Source: an optimization exercise on an open RTL-to-GDS flow (aim: small area and a short achievable clock period). Production flows keep margins and buffers that such runs may drop. Only simulation tests tie the RTL to the original design; equivalence was not proved. The flow treats the clock pin as an ideal source, which a real chip does not have. Power is estimated from default activity; no workload was simulated.

==> 07-26 <==
==> flow/design.v <==
`default_nettype none
package sdp_ram_pkg;
    typedef enum logic {
        INIT = 1'b0,
        RUN  = 1'b1
    } ram_state_e;
    localparam int RDW_OLD = 0;
    localparam int RDW_NEW = 1;
    function automatic logic [7:0] byte_merge(input logic [7:0] old_byte,
                                              input logic [7:0] new_byte,
                                              input logic       be);
        byte_merge = be ? new_byte : old_byte;
    endfunction
endpackage
`default_nettype wire
`default_nettype none
module sdp_ram_rd_pipe #(
    parameter int DATA_WIDTH = 32,
    parameter int DEPTH      = 64
) (
    input  wire logic                        clk,
    input  wire logic                        rst,
    input  wire logic                        i_valid,
    input  wire logic [DEPTH-1:0]            i_sel,
    input  wire logic [DEPTH*DATA_WIDTH-1:0] i_words,
    output logic                             o_valid,
    output logic [DATA_WIDTH-1:0]            o_data
);
    localparam int c_n3 = DEPTH / 3;   
    logic                  hold;
    logic [DATA_WIDTH-1:0] data_d;
    assign hold = !i_valid;
    for (genvar i = 0; i < DATA_WIDTH; i++) begin : g_bit
        logic [21:0] l1_n;   
        logic [5:0]  l2;     
        logic [2:0]  l3_n;   
        for (genvar k = 0; k < c_n3; k++) begin : g_l1
            sdp_gate_aoi222 u_g (
                .a1 (i_sel[3*k]),   .a2 (i_words[(3*k)*DATA_WIDTH + i]),
                .b1 (i_sel[3*k+1]), .b2 (i_words[(3*k+1)*DATA_WIDTH + i]),
                .c1 (i_sel[3*k+2]), .c2 (i_words[(3*k+2)*DATA_WIDTH + i]),
                .y  (l1_n[k])
            );
        end
        sdp_gate_aoi22 u_l1_last (
            .a1 (i_sel[DEPTH-1]), .a2 (i_words[(DEPTH-1)*DATA_WIDTH + i]),
            .b1 (hold),           .b2 (o_data[i]),
            .y  (l1_n[21])
        );
        sdp_gate_nand4 u_l2_0 (.a(l1_n[0]),  .b(l1_n[1]),  .c(l1_n[2]),  .d(l1_n[3]),  .y(l2[0]));
        sdp_gate_nand4 u_l2_1 (.a(l1_n[4]),  .b(l1_n[5]),  .c(l1_n[6]),  .d(l1_n[7]),  .y(l2[1]));
        sdp_gate_nand4 u_l2_2 (.a(l1_n[8]),  .b(l1_n[9]),  .c(l1_n[10]), .d(l1_n[11]), .y(l2[2]));
        sdp_gate_nand4 u_l2_3 (.a(l1_n[12]), .b(l1_n[13]), .c(l1_n[14]), .d(l1_n[15]), .y(l2[3]));
        sdp_gate_nand3 u_l2_4 (.a(l1_n[16]), .b(l1_n[17]), .c(l1_n[18]), .y(l2[4]));
        sdp_gate_nand3 u_l2_5 (.a(l1_n[19]), .b(l1_n[20]), .c(l1_n[21]), .y(l2[5]));
        sdp_gate_nor2 u_l3_0 (.a(l2[0]), .b(l2[1]), .y(l3_n[0]));
        sdp_gate_nor2 u_l3_1 (.a(l2[2]), .b(l2[3]), .y(l3_n[1]));
        sdp_gate_nor2 u_l3_2 (.a(l2[4]), .b(l2[5]), .y(l3_n[2]));
        sdp_gate_aoi31 u_l4 (.a1(l3_n[0]), .a2(l3_n[1]), .a3(l3_n[2]), .b1(rst), .y(data_d[i]));
    end
    always_ff @(posedge clk) begin
        o_valid <= i_valid && !rst;
        o_data  <= data_d;
    end
endmodule
module sdp_gate_aoi222 (
    input  wire logic a1, a2, b1, b2, c1, c2,
    output logic      y
);
    assign y = !((a1 && a2) || (b1 && b2) || (c1 && c2));
endmodule
module sdp_gate_aoi22 (
    input  wire logic a1, a2, b1, b2,
    output logic      y
);
    assign y = !((a1 && a2) || (b1 && b2));
endmodule
module sdp_gate_aoi31 (
    input  wire logic a1, a2, a3, b1,
    output logic      y
);
    assign y = !((a1 && a2 && a3) || b1);
endmodule
module sdp_gate_aoi21 (
    input  wire logic a1, a2, b1,
    output logic      y
);
    assign y = !((a1 && a2) || b1);
endmodule
module sdp_gate_nand4 (
    input  wire logic a, b, c, d,
    output logic      y
);
    assign y = !(a && b && c && d);
endmodule
module sdp_gate_nand3 (
    input  wire logic a, b, c,
    output logic      y
);
    assign y = !(a && b && c);
endmodule
module sdp_gate_nand2 (
    input  wire logic a, b,
    output logic      y
);
    assign y = !(a && b);
endmodule
module sdp_gate_nor3 (
    input  wire logic a, b, c,
    output logic      y
);
    assign y = !(a || b || c);
endmodule
module sdp_gate_nor2 (
    input  wire logic a, b,
    output logic      y
);
    assign y = !(a || b);
endmodule
`default_nettype wire
`default_nettype none
module sdp_ram_be #(
    parameter int DATA_WIDTH   = 32,
    parameter int ADDR_WIDTH   = 6,
    parameter int DEPTH        = 2**ADDR_WIDTH,
    parameter int READ_LATENCY = 2,
    parameter int RDW_MODE     = 1
) (
    input  wire logic                    clk,
    input  wire logic                    rst,
    input  wire logic                    wr_en,
    input  wire logic [ADDR_WIDTH-1:0]   wr_addr,
    input  wire logic [DATA_WIDTH-1:0]   wr_data,
    input  wire logic [DATA_WIDTH/8-1:0] wr_be,
    input  wire logic                    rd_en,
    input  wire logic [ADDR_WIDTH-1:0]   rd_addr,
    output logic      [DATA_WIDTH-1:0]   rd_data,
    output logic                         rd_valid,
    output logic                         init_busy
);
    localparam int c_num_bytes = DATA_WIDTH / 8;
    logic [5:0] cnt_q;
    logic       init_busy_q;
    always_ff @(posedge clk) begin
        if (rst) begin
            cnt_q       <= '0;
            init_busy_q <= 1'b1;
        end else if (init_busy_q) begin
            cnt_q <= cnt_q + 6'd1;
            if (&cnt_q) init_busy_q <= 1'b0;
        end
    end
    logic                   wr_accept;
    logic [DATA_WIDTH-1:0]  wdata;
    logic [7:0]             lo_n, wa_hi;
    logic [c_num_bytes-1:0] be;
    assign wr_accept = wr_en && !init_busy_q;
    assign wdata     = rst ? '0 : wr_data;
    for (genvar b = 0; b < c_num_bytes; b++) begin : g_be
        assign be[b] = rst || wr_be[b];
    end
    for (genvar i = 0; i < 8; i++) begin : g_wdec
        assign lo_n[i]  = !(rst || (wr_addr[2:0] == 3'(i)));
        assign wa_hi[i] = rst || (wr_accept && wr_addr[5:3] == 3'(i));
    end
    logic [c_num_bytes-1:0] hb_n [8];
    for (genvar h = 0; h < 8; h++) begin : g_hb
        for (genvar b = 0; b < c_num_bytes; b++) begin : g_b
            sdp_gate_nand2 u_hb (.a(wa_hi[h]), .b(be[b]), .y(hb_n[h][b]));
        end
    end
    logic             rd_accept;
    logic [7:0]       ra_lo_n, ra_hi_n;
    logic [DEPTH-1:0] rsel_d, rsel_q;
    logic             rv_q;
    assign rd_accept = !rst && !init_busy_q && rd_en;
    for (genvar i = 0; i < 8; i++) begin : g_rdec
        assign ra_lo_n[i] = !(rd_addr[2:0] == 3'(i));
        assign ra_hi_n[i] = !(rd_accept && rd_addr[5:3] == 3'(i));
    end
    for (genvar w = 0; w < DEPTH; w++) begin : g_rsel
        sdp_gate_nor2 u_rsel (.a(ra_hi_n[w / 8]), .b(ra_lo_n[w % 8]), .y(rsel_d[w]));
    end
    always_ff @(posedge clk) begin
        rsel_q <= rsel_d;
        rv_q   <= rd_accept;
    end
    logic [DATA_WIDTH-1:0]       mem_q [DEPTH];
    logic [DEPTH*DATA_WIDTH-1:0] mem_flat;
    for (genvar w = 0; w < DEPTH; w++) begin : g_word
        for (genvar b = 0; b < c_num_bytes; b++) begin : g_byte
            logic we;
            sdp_gate_nor2 u_we (.a(hb_n[w / 8][b]), .b(lo_n[w % 8]), .y(we));
            always_ff @(posedge clk) begin
                if (we) mem_q[w][8*b +: 8] <= wdata[8*b +: 8];
            end
        end
        assign mem_flat[w*DATA_WIDTH +: DATA_WIDTH] = mem_q[w];
    end
    sdp_ram_rd_pipe #(
        .DATA_WIDTH (DATA_WIDTH),
        .DEPTH      (DEPTH)
    ) u_rd_pipe (
        .clk     (clk),
        .rst     (rst),
        .i_valid (rv_q),
        .i_sel   (rsel_q),
        .i_words (mem_flat),
        .o_valid (rd_valid),
        .o_data  (rd_data)
    );
    assign init_busy = init_busy_q;
endmodule
`default_nettype wire
==> flow/flow/run.sh <==
#!/bin/bash
# Standard ORFS layout, run in three parts so that the setup margin is only
# asked of timing repair once the clock tree exists (from CTS on). Port
# buffers are plain buffers, and sizing may change a cell's footprint.
set -eo pipefail
cd "$(dirname "$0")/.."
K="MATCH_CELL_FOOTPRINT=0"
M="SETUP_SLACK_MARGIN=${SETUP_MARGIN:-2.0}"
bash standard.sh $K "BUFFER_PORTS_ARGS=-buffer_cell sky130_fd_sc_hd__buf_2" synth floorplan place > flow_place.log 2>&1
bash standard.sh $K $M cts > flow_cts.log 2>&1
bash standard.sh $K $M finish > flow_finish.log 2>&1
==> flow/standard.sh <==
#!/bin/bash
# synth_recipe.tcl (not shown) runs the flow's synth.tcl, then flattens the netlist and writes it again
# the make line also repeats each setting of config.mk as NAME=value (left out here)
make -C /OpenROAD-flow-scripts/flow DESIGN_CONFIG=/design/flow/config.mk WORK_HOME=/design/flow/orfs CLKGATE_MAP_FILE= SYNTH_SCRIPT=/design/flow/synth_recipe.tcl "${@:-finish}"
==> flow/config.mk <==
export PLATFORM = sky130hd
export DESIGN_NAME = sdp_ram_be
export DESIGN_NICKNAME = sdp_ram_be
export VERILOG_FILES = /design/flow/design.v
export SDC_FILE = /design/flow/constraint.sdc
export NUM_CORES = 4
export LEC_CHECK = 0
export CAP_MARGIN = 20
export CORE_MARGIN = 2
export CORE_UTILIZATION = 65
export CTS_CLUSTER_DIAMETER = 120
export CTS_CLUSTER_SIZE = 30
export SLEW_MARGIN = 20
export SYNTH_HIERARCHICAL = 1
export SYNTH_MINIMUM_KEEP_SIZE = 0
export TNS_END_PERCENT = 0
==> flow/constraint.sdc <==
create_clock -name core_clock -period 4.0 [get_ports {clk}]
set_input_delay 0.8000 -clock core_clock [delete_from_list [all_inputs] [get_ports {clk}]]
set_output_delay 0.8000 -clock core_clock [all_outputs]
set_load 0.01 [all_outputs]
==> inputs of 05-11, as changes to 07-26 <==
==> flow/design.v, changed modules only <==
module sdp_ram_rd_pipe #(
    parameter int DATA_WIDTH = 32,
    parameter int DEPTH      = 64
) (
    input  wire logic                        clk,
    input  wire logic                        rst,
    input  wire logic                        i_valid,
    input  wire logic [DEPTH-1:0]            i_sel,
    input  wire logic [DEPTH*DATA_WIDTH-1:0] i_words,
    output logic                             o_valid,
    output logic [DATA_WIDTH-1:0]            o_data
);
    localparam int c_n3 = DEPTH / 3;   
    logic                  hold;
    logic [DATA_WIDTH-1:0] data_d;
    assign hold = !i_valid;
    for (genvar i = 0; i < DATA_WIDTH; i++) begin : g_bit
        logic [21:0] l1_n;   
        logic [5:0]  l2;     
        logic [1:0]  l3_n;   
        for (genvar k = 0; k < c_n3; k++) begin : g_l1
            sdp_gate_aoi222 u_g (
                .a1 (i_sel[3*k]),   .a2 (i_words[(3*k)*DATA_WIDTH + i]),
                .b1 (i_sel[3*k+1]), .b2 (i_words[(3*k+1)*DATA_WIDTH + i]),
                .c1 (i_sel[3*k+2]), .c2 (i_words[(3*k+2)*DATA_WIDTH + i]),
                .y  (l1_n[k])
            );
        end
        sdp_gate_aoi22 u_l1_last (
            .a1 (i_sel[DEPTH-1]), .a2 (i_words[(DEPTH-1)*DATA_WIDTH + i]),
            .b1 (hold),           .b2 (o_data[i]),
            .y  (l1_n[21])
        );
        sdp_gate_nand4 u_l2_0 (.a(l1_n[0]),  .b(l1_n[1]),  .c(l1_n[2]),  .d(l1_n[3]),  .y(l2[0]));
        sdp_gate_nand4 u_l2_1 (.a(l1_n[4]),  .b(l1_n[5]),  .c(l1_n[6]),  .d(l1_n[7]),  .y(l2[1]));
        sdp_gate_nand4 u_l2_2 (.a(l1_n[8]),  .b(l1_n[9]),  .c(l1_n[10]), .d(l1_n[11]), .y(l2[2]));
        sdp_gate_nand4 u_l2_3 (.a(l1_n[12]), .b(l1_n[13]), .c(l1_n[14]), .d(l1_n[15]), .y(l2[3]));
        sdp_gate_nand3 u_l2_4 (.a(l1_n[16]), .b(l1_n[17]), .c(l1_n[18]), .y(l2[4]));
        sdp_gate_nand3 u_l2_5 (.a(l1_n[19]), .b(l1_n[20]), .c(l1_n[21]), .y(l2[5]));
        sdp_gate_nor3 u_l3_0 (.a(l2[0]), .b(l2[1]), .c(l2[2]), .y(l3_n[0]));
        sdp_gate_nor3 u_l3_1 (.a(l2[3]), .b(l2[4]), .c(l2[5]), .y(l3_n[1]));
        sdp_gate_aoi21 u_l4 (.a1(l3_n[0]), .a2(l3_n[1]), .b1(rst), .y(data_d[i]));
    end
    always_ff @(posedge clk) begin
        o_valid <= i_valid && !rst;
        o_data  <= data_d;
    end
endmodule
// module sdp_gate_aoi31 removed
==> flow/flow/run.sh (replaced) <==
#!/bin/bash
# Standard ORFS layout, run in three parts so that the setup margin is only
# asked of timing repair once the clock tree exists (from CTS on). Port
# buffers are plain buffers, and sizing may change a cell's footprint. At the
# end of CTS, flow/post_cts.tcl runs one more setup repair pass. Each part's
# output goes to its own log file here.
set -eo pipefail
cd "$(dirname "$0")/.."
K="MATCH_CELL_FOOTPRINT=0"
M="SETUP_SLACK_MARGIN=${SETUP_MARGIN:-2.0}"
bash standard.sh $K "BUFFER_PORTS_ARGS=-buffer_cell sky130_fd_sc_hd__buf_2" synth floorplan place > flow_place.log 2>&1
bash standard.sh $K $M "POST_CTS_TCL=$PWD/flow/post_cts.tcl" cts > flow_cts.log 2>&1
bash standard.sh $K $M finish > flow_finish.log 2>&1
==> flow/flow/post_cts.tcl (new file) <==
# Hook run by ORFS at the end of CTS (POST_CTS_TCL): one more setup repair
# pass, which picks up after the one CTS ran, then legalize the placement.
estimate_parasitics -placement
repair_timing -setup -setup_margin 2.1 -repair_tns 0 -max_passes 10000 -verbose
detailed_placement
check_placement -verbose
estimate_parasitics -placement
report_worst_slack
Settings changed: CORE_UTILIZATION 65 to 72.
==> inputs of 11-25, as changes to 07-26 <==
==> flow/design.v, changed modules only <==
module sdp_ram_rd_pipe #(
    parameter int DATA_WIDTH = 32,
    parameter int DEPTH      = 64
) (
    input  wire logic                        clk,
    input  wire logic                        rst,
    input  wire logic                        i_valid,
    input  wire logic [DEPTH-1:0]            i_sel,
    input  wire logic [DEPTH*DATA_WIDTH-1:0] i_words,
    output logic                             o_valid,
    output logic [DATA_WIDTH-1:0]            o_data
);
    localparam int c_n3 = DEPTH / 3;   
    logic                  hold;
    logic [DATA_WIDTH-1:0] data_d;
    assign hold = !i_valid;
    for (genvar i = 0; i < DATA_WIDTH; i++) begin : g_bit
        logic [21:0] l1_n;   
        logic [5:0]  l2;     
        logic [1:0]  l3_n;   
        for (genvar k = 0; k < c_n3; k++) begin : g_l1
            sdp_gate_aoi222 u_g (
                .a1 (i_sel[3*k]),   .a2 (i_words[(3*k)*DATA_WIDTH + i]),
                .b1 (i_sel[3*k+1]), .b2 (i_words[(3*k+1)*DATA_WIDTH + i]),
                .c1 (i_sel[3*k+2]), .c2 (i_words[(3*k+2)*DATA_WIDTH + i]),
                .y  (l1_n[k])
            );
        end
        sdp_gate_aoi22 u_l1_last (
            .a1 (i_sel[DEPTH-1]), .a2 (i_words[(DEPTH-1)*DATA_WIDTH + i]),
            .b1 (hold),           .b2 (o_data[i]),
            .y  (l1_n[21])
        );
        sdp_gate_nand4 u_l2_0 (.a(l1_n[0]),  .b(l1_n[1]),  .c(l1_n[2]),  .d(l1_n[3]),  .y(l2[0]));
        sdp_gate_nand4 u_l2_1 (.a(l1_n[4]),  .b(l1_n[5]),  .c(l1_n[6]),  .d(l1_n[7]),  .y(l2[1]));
        sdp_gate_nand4 u_l2_2 (.a(l1_n[8]),  .b(l1_n[9]),  .c(l1_n[10]), .d(l1_n[11]), .y(l2[2]));
        sdp_gate_nand4 u_l2_3 (.a(l1_n[12]), .b(l1_n[13]), .c(l1_n[14]), .d(l1_n[15]), .y(l2[3]));
        sdp_gate_nand3 u_l2_4 (.a(l1_n[16]), .b(l1_n[17]), .c(l1_n[18]), .y(l2[4]));
        sdp_gate_nand3 u_l2_5 (.a(l1_n[19]), .b(l1_n[20]), .c(l1_n[21]), .y(l2[5]));
        sdp_gate_nor3 u_l3_0 (.a(l2[0]), .b(l2[1]), .c(l2[2]), .y(l3_n[0]));
        sdp_gate_nor3 u_l3_1 (.a(l2[3]), .b(l2[4]), .c(l2[5]), .y(l3_n[1]));
        sdp_gate_aoi21 u_l4 (.a1(l3_n[0]), .a2(l3_n[1]), .b1(rst), .y(data_d[i]));
    end
    always_ff @(posedge clk) begin
        o_valid <= i_valid && !rst;
        o_data  <= data_d;
    end
endmodule
module sdp_ram_be #(
    parameter int DATA_WIDTH   = 32,
    parameter int ADDR_WIDTH   = 6,
    parameter int DEPTH        = 2**ADDR_WIDTH,
    parameter int READ_LATENCY = 2,
    parameter int RDW_MODE     = 1
) (
    input  wire logic                    clk,
    input  wire logic                    rst,
    input  wire logic                    wr_en,
    input  wire logic [ADDR_WIDTH-1:0]   wr_addr,
    input  wire logic [DATA_WIDTH-1:0]   wr_data,
    input  wire logic [DATA_WIDTH/8-1:0] wr_be,
    input  wire logic                    rd_en,
    input  wire logic [ADDR_WIDTH-1:0]   rd_addr,
    output logic      [DATA_WIDTH-1:0]   rd_data,
    output logic                         rd_valid,
    output logic                         init_busy
);
    localparam int c_num_bytes = DATA_WIDTH / 8;
    logic [5:0] cnt_q;
    logic       init_busy_q;
    always_ff @(posedge clk) begin
        if (rst) begin
            cnt_q       <= '0;
            init_busy_q <= 1'b1;
        end else if (init_busy_q) begin
            cnt_q <= cnt_q + 6'd1;
            if (&cnt_q) init_busy_q <= 1'b0;
        end
    end
    logic                   wr_accept;
    logic [DATA_WIDTH-1:0]  wdata;
    logic [7:0]             wa_lo, wa_hi;
    logic [c_num_bytes-1:0] be_n;
    assign wr_accept = wr_en && !init_busy_q;
    assign wdata     = rst ? '0 : wr_data;
    for (genvar b = 0; b < c_num_bytes; b++) begin : g_be
        assign be_n[b] = !(rst || wr_be[b]);
    end
    for (genvar i = 0; i < 8; i++) begin : g_wdec
        assign wa_lo[i] = rst || (wr_addr[2:0] == 3'(i));
        assign wa_hi[i] = rst || (wr_accept && wr_addr[5:3] == 3'(i));
    end
    logic             rd_accept;
    logic [7:0]       ra_lo_n, ra_hi_n;
    logic [DEPTH-1:0] rsel_d, rsel_q;
    logic             rv_q;
    assign rd_accept = !rst && !init_busy_q && rd_en;
    for (genvar i = 0; i < 8; i++) begin : g_rdec
        assign ra_lo_n[i] = !(rd_addr[2:0] == 3'(i));
        assign ra_hi_n[i] = !(rd_accept && rd_addr[5:3] == 3'(i));
    end
    for (genvar w = 0; w < DEPTH; w++) begin : g_rsel
        sdp_gate_nor2 u_rsel (.a(ra_hi_n[w / 8]), .b(ra_lo_n[w % 8]), .y(rsel_d[w]));
    end
    always_ff @(posedge clk) begin
        rsel_q <= rsel_d;
        rv_q   <= rd_accept;
    end
    logic [DATA_WIDTH-1:0]       mem_q [DEPTH];
    logic [DEPTH*DATA_WIDTH-1:0] mem_flat;
    for (genvar w = 0; w < DEPTH; w++) begin : g_word
        logic wsel_n;
        sdp_gate_nand2 u_wsel (.a(wa_hi[w / 8]), .b(wa_lo[w % 8]), .y(wsel_n));
        for (genvar b = 0; b < c_num_bytes; b++) begin : g_byte
            logic we;
            sdp_gate_nor2 u_we (.a(wsel_n), .b(be_n[b]), .y(we));
            always_ff @(posedge clk) begin
                if (we) mem_q[w][8*b +: 8] <= wdata[8*b +: 8];
            end
        end
        assign mem_flat[w*DATA_WIDTH +: DATA_WIDTH] = mem_q[w];
    end
    sdp_ram_rd_pipe #(
        .DATA_WIDTH (DATA_WIDTH),
        .DEPTH      (DEPTH)
    ) u_rd_pipe (
        .clk     (clk),
        .rst     (rst),
        .i_valid (rv_q),
        .i_sel   (rsel_q),
        .i_words (mem_flat),
        .o_valid (rd_valid),
        .o_data  (rd_data)
    );
    assign init_busy = init_busy_q;
endmodule
// module sdp_gate_aoi31 removed
==> inputs of 07-27, as changes to 07-26 <==
==> flow/design.v, changed modules only <==
module sdp_ram_rd_pipe #(
    parameter int DATA_WIDTH = 32,
    parameter int DEPTH      = 64
) (
    input  wire logic                        clk,
    input  wire logic                        rst,
    input  wire logic                        i_valid,
    input  wire logic [DEPTH-1:0]            i_sel,
    input  wire logic [DEPTH*DATA_WIDTH-1:0] i_words,
    output logic                             o_valid,
    output logic [DATA_WIDTH-1:0]            o_data
);
    logic                  hold;
    logic [DATA_WIDTH-1:0] data_d;
    assign hold = !i_valid;
    for (genvar i = 0; i < DATA_WIDTH; i++) begin : g_bit
        logic [31:0] l1_n;   
        logic [7:0]  l2;     
        logic [3:0]  l3_n;   
        logic        ht;     
        for (genvar k = 0; k < DEPTH / 2; k++) begin : g_l1
            sdp_gate_aoi22 u_g (
                .a1 (i_sel[2*k]),   .a2 (i_words[(2*k)*DATA_WIDTH + i]),
                .b1 (i_sel[2*k+1]), .b2 (i_words[(2*k+1)*DATA_WIDTH + i]),
                .y  (l1_n[k])
            );
        end
        for (genvar j = 0; j < 8; j++) begin : g_l2
            sdp_gate_nand4 u_g (.a(l1_n[4*j]), .b(l1_n[4*j+1]), .c(l1_n[4*j+2]), .d(l1_n[4*j+3]),
                                .y(l2[j]));
        end
        sdp_gate_and2 u_ht (.a(o_data[i]), .b(hold), .y(ht));
        sdp_gate_nor3 u_l3_0 (.a(l2[0]), .b(l2[1]), .c(ht), .y(l3_n[0]));
        sdp_gate_nor2 u_l3_1 (.a(l2[2]), .b(l2[3]), .y(l3_n[1]));
        sdp_gate_nor2 u_l3_2 (.a(l2[4]), .b(l2[5]), .y(l3_n[2]));
        sdp_gate_nor2 u_l3_3 (.a(l2[6]), .b(l2[7]), .y(l3_n[3]));
        sdp_gate_aoi41 u_l4 (.a1(l3_n[0]), .a2(l3_n[1]), .a3(l3_n[2]), .a4(l3_n[3]), .b1(rst),
                             .y(data_d[i]));
    end
    always_ff @(posedge clk) begin
        o_valid <= i_valid && !rst;
        o_data  <= data_d;
    end
endmodule
module sdp_gate_aoi41 (
    input  wire logic a1, a2, a3, a4, b1,
    output logic      y
);
    assign y = !((a1 && a2 && a3 && a4) || b1);
endmodule
module sdp_gate_and2 (
    input  wire logic a, b,
    output logic      y
);
    assign y = a && b;
endmodule
// module sdp_gate_aoi31 removed
==> flow/flow/run.sh (replaced) <==
#!/bin/bash
# Standard ORFS layout, run in three parts so that the setup margin is only
# asked of timing repair once the clock tree exists (from CTS on). Port
# buffers are plain buffers, and sizing may change a cell's footprint. At the
# end of floorplan, flow/post_floorplan.tcl puts every combinational cell at
# its smallest size, so that only the cells timing needs are sized up later.
# Each part's output goes to its own log file here.
set -eo pipefail
cd "$(dirname "$0")/.."
K="MATCH_CELL_FOOTPRINT=0"
M="SETUP_SLACK_MARGIN=${SETUP_MARGIN:-2.0}"
bash standard.sh $K "BUFFER_PORTS_ARGS=-buffer_cell sky130_fd_sc_hd__buf_2" "POST_FLOORPLAN_TCL=$PWD/flow/post_floorplan.tcl" synth floorplan place > flow_place.log 2>&1
bash standard.sh $K $M cts > flow_cts.log 2>&1
bash standard.sh $K $M finish > flow_finish.log 2>&1
==> flow/flow/post_floorplan.tcl (new file) <==
# Hook run by ORFS at the end of floorplan (POST_FLOORPLAN_TCL): put every
# combinational cell at the smallest drive strength of its family. Synthesis
# sizes cells for a guessed load; the timing repair of the later steps sizes
# up the cells the placed design needs.
set n 0
foreach inst [get_cells *] {
  set cur [get_property $inst ref_name]
  if {![regexp {^(.*_)([0-9]+)$} $cur -> fam sz]} { continue }
  if {[string match "*df*" $cur] || [string match "*clk*" $cur] || [string match "*tap*" $cur] || [string match "*lpflow*" $cur]} { continue }
  set best $cur; set ba [get_property [get_lib_cells */$cur] area]
  foreach lc [get_lib_cells */${fam}*] {
    set c [get_name $lc]
    if {![regexp {^(.*_)([0-9]+)$} $c -> f2 s2] || $f2 ne $fam} { continue }
    set a [get_property $lc area]
    if {$a < $ba} { set ba $a; set best $c }
  }
  if {$best ne $cur} { replace_cell $inst $best; incr n }
}
puts "post_floorplan: $n cells set to their smallest size"
==> notes <==
- 07-27 finished clean. 05-11 finished with timing, DRC and antenna clean. 07-26 passed the timing, design-rule and antenna checks. 11-25 completed without violations.
- The lowest fmax belongs to 07-26, the highest to 05-11.
- In flip-flop and latch count, 05-11 and 11-25 do not differ.
- Die area: 07-26 is larger than 05-11 (about 10%).
- Between 07-27 and 11-25, the lower total power is in 11-25 (gap about 0.4%, measured against 11-25).
- In 11-25 the combinational power is lower than in 07-27, by about 6%.
- In critical path depth, 07-27 and 11-25 do not differ.
- Final area, lowest first: 05-11, 07-26, 11-25, 07-27.
- Clock skew: 07-26 > 05-11 > 11-25 > 07-27.
- Of 11-25 and 07-27, 11-25 has the higher core utilization (gap 4.0 points).

static timing again, ports no longer ideal:
Ports are ideal in the flow. The routed layouts listed here were re-timed in OpenROAD.
Step 1 sets driving cells, clkbuf_16 on the clock port and buf_2 on the other inputs (assumed; they add their load-dependent delay and slew).
Step 2, shift: input delay + t, output delay - t, t = (earliest + latest rising clock arrival at the registers) / 2. This alone moves slack from input paths to output paths.
a / b / c = no drivers / after step 1 / after step 2; a / b = the first two.
run	t (ns)	setup slack, ns	worst data-port slew with drivers (ns)
07-26	0.779	1.705 / 1.705 / 1.053	0.10
05-11	0.766	1.779 / 1.779 / 1.093	0.08
11-25	0.766	1.753 / 1.753 / 1.045	0.16
07-27	0.780	1.771 / 1.771 / 1.069	0.14
After both steps every run listed still meets setup and hold. The setup slack of 11-25, which loses most, moves by 0.000 ns with the drivers and by -0.708 ns with both steps.
